From an optimization exercise on the open Yosys and OpenROAD flow, aimed at a short achievable clock period and few clock cycles; shortcuts taken in it are not production practice.
Only simulation tests tie the RTL to the original design; equivalence was not proved.
Power figures rest on the tool's default switching activity, not on a simulated workload.

Design rv32i_core, start of the top module:
module rv32i_core (
   input  logic        clock,
   input  logic        rst_n,
   output logic        wb_cyc,
   output logic        wb_stb,
   output logic [31:0] wb_adr,
   input  logic [31:0] wb_dat,
   input  logic        wb_ack,
   output logic        retire_valid,
   output logic [31:0] retire_pc,
   output logic [4:0]  retire_rd,
   output logic [31:0] retire_rd_value,
   output logic        retire_rd_write,
   output logic        halted
);
   localparam int BP_BITS = 6;
   localparam int BP_N    = 1 << BP_BITS;
   logic [31:0] fpc;         
   logic        fcyc;        
   logic        fdisc;       
   logic [31:0] fsaved;      
   logic        redir_q;     
   logic [31:0] tgt_q;       
   logic        hpend;       
   logic        halt_q;
   logic        fcyc_o;
   logic        halt_o;
   logic [31:0] fpc_d;       
   logic        fcyc_d;
   logic        halt_d;
   logic        bp_v   [0:BP_N-1];
   logic [1:0]  bp_ctr [0:BP_N-1];
   logic        u_en;        
   logic [BP_BITS-1:0] u_idx;
   logic [1:0]  u_ctr;
   logic        lc_v;
   logic [4:0]  lc_reg;
   logic [31:0] lc_val;
   logic [31:0] rf   [1:31];
   logic [31:1] rf_v;
   logic        x_valid;
   logic [31:0] x_pc;
   logic [4:0]  x_rd;
   logic [31:1] x_rdoh;      
   logic        x_wr;        
   logic        x_ill;       
   logic        x_br;
   logic        x_jalr;
   logic        x_jrr;       
   logic        x_brv;       
   logic        x_addv;      
   logic        x_zsum;      
   logic        x_link;      
   logic        x_pred;      
   logic [31:0] x_pc4;
   logic [31:0] x_tgtb;      
   logic [31:0] x_alt;       
   logic        x_hit;
   logic [1:0]  x_ctr;
   logic [31:0] x_a_rf;      
   logic [31:0] x_b_rf;
   logic [31:0] x_imm;
   logic        x_sa_p, x_sa_r;           
   logic        x_sb_i, x_sb_p, x_sb_r;   
   logic [31:0] x_prev;      
   logic        x_sub;
   logic        x_s_add, x_s_sll, x_s_slt, x_s_sltu, x_s_xor, x_s_sr, x_s_or, x_s_and;
   logic        x_s_pre;
   logic [31:0] x_pre;       
   logic        x_sra;
  ...
Size in the first run: about 8500 cells after synthesis.
Settings: LEC_CHECK=0, CAP_MARGIN=40, CELL_PAD_IN_SITES_DETAIL_PLACEMENT=1, CELL_PAD_IN_SITES_GLOBAL_PLACEMENT=1, CORE_MARGIN=2, CORE_UTILIZATION=50, PLACE_DENSITY=0.66, SLEW_MARGIN=40, SYNTH_HIERARCHICAL=1; clock period 13.0 ns.
standard.sh (not shown) runs the stock make flow with config.mk's settings and CLKGATE_MAP_FILE= SYNTH_SCRIPT=/design/flow/synth_recipe.tcl, a recipe that flattens the netlist after the stock synthesis.
==> flow/flow/run.sh <==
#!/bin/bash
# Layout with the standard flow (standard.sh), with these changes:
# - the resizer aims for far more setup slack than the 13 ns clock needs, so
#   that it works on every path (SETUP_SLACK_MARGIN), and may resize cells to
#   other footprints (MATCH_CELL_FOOTPRINT=0);
# - global routing keeps more room free on met1 and met2 (fastroute.tcl),
#   which eases detailed routing;
# - synthesis and the resizer also avoid the slow complex cells listed in
#   dont_use.txt (the platform's own don't-use cells are in that list too).
# Each tool's full output stays in orfs/logs; make's output goes to
# standard.log in the work folder.
set -euo pipefail
here=$(cd "$(dirname "$0")" && pwd)
bash standard.sh SETUP_SLACK_MARGIN=9.3 MATCH_CELL_FOOTPRINT=0 FASTROUTE_TCL="$here/fastroute.tcl" \
   "DONT_USE_CELLS=$(cat "$here/dont_use.txt")" finish > standard.log 2>&1
==> flow/flow/fastroute.tcl <==
set_global_routing_layer_adjustment met1 0.45
set_global_routing_layer_adjustment met2 0.3
set_global_routing_layer_adjustment met3 0.15
set_global_routing_layer_adjustment met4 0.15
set_global_routing_layer_adjustment met5 0.15

set_routing_layers -clock $::env(MIN_CLK_ROUTING_LAYER)-$::env(MAX_ROUTING_LAYER)
set_routing_layers -signal $::env(MIN_ROUTING_LAYER)-$::env(MAX_ROUTING_LAYER)
Other scripts of this flow, unchanged in this note and not shown: flow/flow/dont_use.txt
The baseline finished clean.
Testbench counts at the start, summed over its fixed seeds: cycles 84,258.
Then changed:
--- a/flow/config.mk
+++ b/flow/config.mk
@@ -11,4 +11,4 @@
 export CORE_MARGIN = 2
-export CORE_UTILIZATION = 50
-export PLACE_DENSITY = 0.66
+export CORE_UTILIZATION = 45
+export PLACE_DENSITY = 0.62
 export SLEW_MARGIN = 40
Effect: Clock skew barely changes. Combinational power came out higher by about 8%. Setup slack gets better by 0.54 ns. Design area goes up by about 3%. Fmax grows by 13%. Final cell count rose by about 3.7%. Clock-buffer cell count goes down by 9. Flip-flop and latch count stays the same. Sequential share of layout area came out lower by 1.2 points. Routed wire length increases by about 2%. Synthesized area does not change.
Then changed:
--- a/flow/flow/run.sh
+++ b/flow/flow/run.sh
@@ -5,4 +5,2 @@
 #   other footprints (MATCH_CELL_FOOTPRINT=0);
-# - global routing keeps more room free on met1 and met2 (fastroute.tcl),
-#   which eases detailed routing;
 # - synthesis and the resizer also avoid the slow complex cells listed in
@@ -13,3 +11,3 @@
 here=$(cd "$(dirname "$0")" && pwd)
-bash standard.sh SETUP_SLACK_MARGIN=9.3 MATCH_CELL_FOOTPRINT=0 FASTROUTE_TCL="$here/fastroute.tcl" \
+bash standard.sh SETUP_SLACK_MARGIN=9.3 MATCH_CELL_FOOTPRINT=0 \
    "DONT_USE_CELLS=$(cat "$here/dont_use.txt")" finish > standard.log 2>&1
removed: flow/flow/fastroute.tcl
Wire length fell by a few percent.
Worst setup slack loses 0.13 ns.
Hold slack gets better by 0.028 ns.
Combinational power goes down by a few percent.
Global-route usage shrinks by 6.9 points.


rv32i_core, a different RTL version from the one above (not shown whole).
Size: about 11000 cells after synthesis, roughly 1700 flip-flops.
Settings: LEC_CHECK=0, CAP_MARGIN=20, CORE_MARGIN=2, CORE_UTILIZATION=45, PLACE_DENSITY=0.62, SLEW_MARGIN=20, SYNTH_HIERARCHICAL=1; clock period 13.0 ns.
==> flow/flow/run.sh <==
#!/bin/bash
# Layout with the standard flow (standard.sh), with these changes:
# - the resizer aims for far more setup slack than the 13 ns clock needs, so
#   that it works on every path (SETUP_SLACK_MARGIN), and may resize cells to
#   other footprints (MATCH_CELL_FOOTPRINT=0);
# - synthesis and the resizer also avoid the slow complex cells listed in
#   dont_use.txt (the platform's own don't-use cells are in that list too).
# Each tool's full output stays in orfs/logs; make's output goes to
# standard.log in the work folder.
set -euo pipefail
here=$(cd "$(dirname "$0")" && pwd)
bash standard.sh SETUP_SLACK_MARGIN=9.3 MATCH_CELL_FOOTPRINT=0 \
   "DONT_USE_CELLS=$(cat "$here/dont_use.txt")" finish > standard.log 2>&1
Other scripts of this flow, unchanged in this note and not shown: flow/flow/dont_use.txt
The starting point stopped in global routing (5_1_grt), error GRT-0116.
Testbench counts at the start, summed over its fixed seeds: cycles 85,789.
Next try:
CORE_UTILIZATION = 55   (was 45)
PLACE_DENSITY = 0.7   (was 0.62)
Effect:
- The changed run never finished: it broke off in global routing (5_1_grt)
- synthesized area is unchanged
- synthesized cell count is unchanged

## static timing again, ports no longer ideal
The flow's constraints put no driver on any port. The routed layouts listed below were extracted and timed again, unchanged, in two steps. Step 1 sets driving cells, clkbuf_16 on the clock port and buf_2 on the other inputs (assumed; they add their load-dependent delay and slew). Step 2 adds t to the input delays and takes it off the output delays; t is the mean of the earliest and latest rising clock arrival at the registers after step 1. Input paths then give back, and output paths get back, about the clock's delay inside the block. Slacks: ideal / step 1 / step 2; pairs: ideal / step 1.
run	t (ns)	setup WS [ns]	worst register clock-pin slew, ns
the first run of note 1	1.000	8.182 / 8.222 / 7.222	0.08 / 0.08
the second run of note 1	1.021	8.724 / 8.621 / 7.732	0.08 / 0.08
the third run of note 1	0.993	8.594 / 8.588 / 7.595	0.08 / 0.08
After both steps setup and hold are still met in every run listed. The setup slack of the third run of note 1, which loses most, moves by -0.006 ns with the drivers and by -0.999 ns with both steps.
